Source: an optimization exercise on an open RTL-to-GDS flow (aim: small area). Production flows keep margins and buffers that such runs may drop. In this exercise RTL edits were held to simulation tests only and were not proved equivalent to the original. Power is estimated from default activity; no workload was simulated. The clock port is modelled as an ideal driver; clocking choices that lean on that would not hold on a real chip.

Design udp_tx_top, start of the top module:
module udp_tx_top
#(
    parameter [47:0] BOARD_MAC  = 48'h00_0a_35_01_fe_c0,
    parameter [31:0] BOARD_IP   = 32'hc0_a8_00_0a,
    parameter [15:0] BOARD_PORT = 16'd1234,
    parameter [47:0] PC_MAC     = 48'hff_ff_ff_ff_ff_ff,
    parameter [31:0] PC_IP      = 32'hc0_a8_00_64,
    parameter [15:0] PC_PORT    = 16'd1234,
    parameter        FIFO_DEPTH = 32
)
(
    input  wire         clk,
    input  wire         rst_n,
    input  wire         send_en,
    input  wire [15:0]  send_data_num,
    input  wire         wr_en,
    input  wire [31:0]  wr_data,
    output wire         fifo_full,
    output wire         send_end,
    output wire         eth_tx_en,
    output wire [3:0]   eth_tx_data
);
    wire [6:0]  hdr_idx;
    wire        hdr_clr;
    wire        len_dec;
    wire        len_left;
    wire        len_one;
    wire        len_le1;
    wire [15:0] ip_id;
    wire [3:0]  hdr_nib;
    wire [31:0] rd_data;
    wire        rd_en;
    udp_header_gen
    #(
        .BOARD_MAC  (BOARD_MAC),
        .BOARD_IP   (BOARD_IP),
        .BOARD_PORT (BOARD_PORT),
        .PC_MAC     (PC_MAC),
        .PC_IP      (PC_IP),
        .PC_PORT    (PC_PORT)
    )
    u_hdr_gen
    (
        .clk         (clk),
        .clear       (hdr_clr),
        .send_data_num (send_data_num[7:0]),
        .len_dec     (len_dec),
        .idx         (hdr_idx),
        .ip_id       (ip_id),
        .nib         (hdr_nib),
        .len_left    (len_left),
        .len_one     (len_one),
        .len_le1     (len_le1)
    );
    payload_fifo #(.DEPTH(FIFO_DEPTH)) u_fifo
    (
        .clk     (clk),
        .rst_n   (rst_n),
        .wr_en   (wr_en),
        .wr_data (wr_data),
        .rd_en   (rd_en),
        .rd_data (rd_data),
        .full    (fifo_full)
    );
  ...
Size in the first run: roughly 1600 cells after synthesis, roughly 36000 sq um of cells after synthesis.
export LEC_CHECK = 0
export CAP_MARGIN = 20
export CORE_MARGIN = 2
export CORE_UTILIZATION = 60
export PLACE_DENSITY = 0.7
export SLEW_MARGIN = 20
create_clock -name core_clock -period 6.5 [get_ports {clk}]
standard.sh (not shown) runs the stock make flow with config.mk's settings and CLKGATE_MAP_FILE= SYNTH_SCRIPT=/design/flow/synth_recipe.tcl, a recipe that flattens the netlist after the stock synthesis.
==> flow/flow/run.sh <==
#!/bin/bash
# Layout: the standard flow (standard.sh), with
#  - the standard synthesis, then its combinational logic mapped again for
#    area (flow/remap.ys, flow/remap.abc); the flip-flops are untouched;
#  - port buffers of the smallest buffer cell instead of the flow's pick;
#  - clock tree synthesis with clkbuf_8 buffers, clusters of at most 20
#    sinks, and no dummy loads.
# Each tool's full output goes to a log in this folder: make_synth.log,
# remap_yosys.log, make_flow.log (ORFS also keeps each step's log under
# orfs/logs).
set -euo pipefail
cd "$(dirname "$0")/.."
WORK=$(pwd)
RES=$WORK/orfs/results/${FLOW_PLATFORM:-sky130hd}/udp_tx_top/base
export BUFFER_PORTS_ARGS="-buffer_cell sky130_fd_sc_hd__buf_1"
export CTS_ARGS='-sink_clustering_enable -repair_clock_nets -sink_clustering_size 20 -sink_clustering_max_diameter 90 -buf_list {sky130_fd_sc_hd__clkbuf_8 sky130_fd_sc_hd__clkbuf_16} -dont_use_dummy_load'

bash standard.sh synth > make_synth.log 2>&1

YOSYS=$(command -v yosys || true)
[[ -n "$YOSYS" ]] || YOSYS=$FLOW_HOME/../tools/install/yosys/bin/yosys
mkdir -p remap
cp "$RES/1_2_yosys.v" remap/std.v
cp flow/remap.ys flow/remap.abc remap/
ln -sf "$FLOW_HOME/platforms/sky130hd/lib/sky130_fd_sc_hd__tt_025C_1v80.lib" remap/lib.lib
(cd remap && "$YOSYS" -s remap.ys) > remap_yosys.log 2>&1
cp remap/remapped.v "$RES/1_2_yosys.v"
rm -f "$RES/1_synth.odb" "$RES/1_synth.sdc"

bash standard.sh > make_flow.log 2>&1
==> flow/flow/remap.abc <==
&get -n
&st
&syn2
&dch -f
&nf -R 1000
&put
Other scripts of this flow, unchanged in this note and not shown: flow/flow/remap.ys
==> next run, changes <==
--- a/flow/flow/run.sh
+++ b/flow/flow/run.sh
@@ -16 +16 @@
-export CTS_ARGS='-sink_clustering_enable -repair_clock_nets -sink_clustering_size 20 -sink_clustering_max_diameter 90 -buf_list {sky130_fd_sc_hd__clkbuf_8 sky130_fd_sc_hd__clkbuf_16} -dont_use_dummy_load'
+export CTS_ARGS="-sink_clustering_enable -repair_clock_nets -sink_clustering_size 20 -sink_clustering_max_diameter 90 -buf_list sky130_fd_sc_hd__clkbuf_8 -dont_use_dummy_load"
==> flow/flow/remap.abc (replaced) <==
&get -n
&st
&syn2
&dch -f
&nf -R 1000
&st
&syn2
&dch -f
&nf -R 1000
&put
=> Final area is lower by about 1.7%; utilization is lower by 1.1 points; die area stays flat.
==> next run, changes <==
--- a/flow/flow/run.sh
+++ b/flow/flow/run.sh
@@ -6,2 +6,2 @@
-#  - clock tree synthesis with clkbuf_8 buffers, clusters of at most 20
-#    sinks, and no dummy loads.
+#  - clock tree synthesis with the sink clustering of config.mk and no dummy
+#    loads.
@@ -16 +16 @@
-export CTS_ARGS="-sink_clustering_enable -repair_clock_nets -sink_clustering_size 20 -sink_clustering_max_diameter 90 -buf_list sky130_fd_sc_hd__clkbuf_8 -dont_use_dummy_load"
+export CTS_ARGS="-sink_clustering_enable -repair_clock_nets -sink_clustering_size 10 -sink_clustering_max_diameter 50 -buf_list sky130_fd_sc_hd__clkbuf_4 -dont_use_dummy_load"
==> flow/flow/remap.abc (replaced) <==
&get -n
&st
&syn2
&dch -f
&nf -R 1000
&put
CTS_CLUSTER_DIAMETER = 90   (was not set)
CTS_CLUSTER_SIZE = 32   (was not set)
=>
- cell area hardly moves
- routed wire length does not change
- total power goes down by 12%
==> next run, changes <==
--- a/flow/flow/run.sh
+++ b/flow/flow/run.sh
@@ -16 +16 @@
-export CTS_ARGS="-sink_clustering_enable -repair_clock_nets -sink_clustering_size 10 -sink_clustering_max_diameter 50 -buf_list sky130_fd_sc_hd__clkbuf_4 -dont_use_dummy_load"
+export CTS_ARGS="-sink_clustering_enable -repair_clock_nets -sink_clustering_size 32 -sink_clustering_max_diameter 90 -dont_use_dummy_load"
==> flow/flow/remap.abc (replaced) <==
strash
dc2
dch -f
amap
What happened: The changed run finished with timing, DRC and antenna clean; final area goes up by 1.2%; wire length goes up by 6.0%; maximum frequency goes down by 2.9%; sequential power goes down by about 9%; non-clock buffer count goes up by 10.

==> separate check: timing with driven ports <==
How much do the figures lean on ideal ports? The routed layouts below were timed once more, with nothing changed but the port constraints. Step 1: set_driving_cell puts a clkbuf_16 on clk and a buf_2 on each other input, an assumption about the parent block. Step 2 also shifts input and output timing later by t, the mid clock arrival at the registers, as if the neighbouring blocks saw the same clock. Slacks: ideal / step 1 / step 2; pairs: ideal / step 1.
run | shift t [ns] | setup WS [ns] | slew at the worst register clock pin (ns) | pins driven straight from the clock port
the first run | 0.636 | 0.673 / 0.673 / 0.673 | 0.08 / 0.08 | 1
the second run | 0.699 | 1.168 / 1.168 / 1.168 | 0.12 / 0.12 | 1
the third run | 0.965 | 0.692 / 0.692 / 0.692 | 0.11 / 0.11 | 1
the fourth run | 0.627 | 0.516 / 0.516 / 0.516 | 0.12 / 0.12 | 1
After both steps every run listed still meets setup and hold.
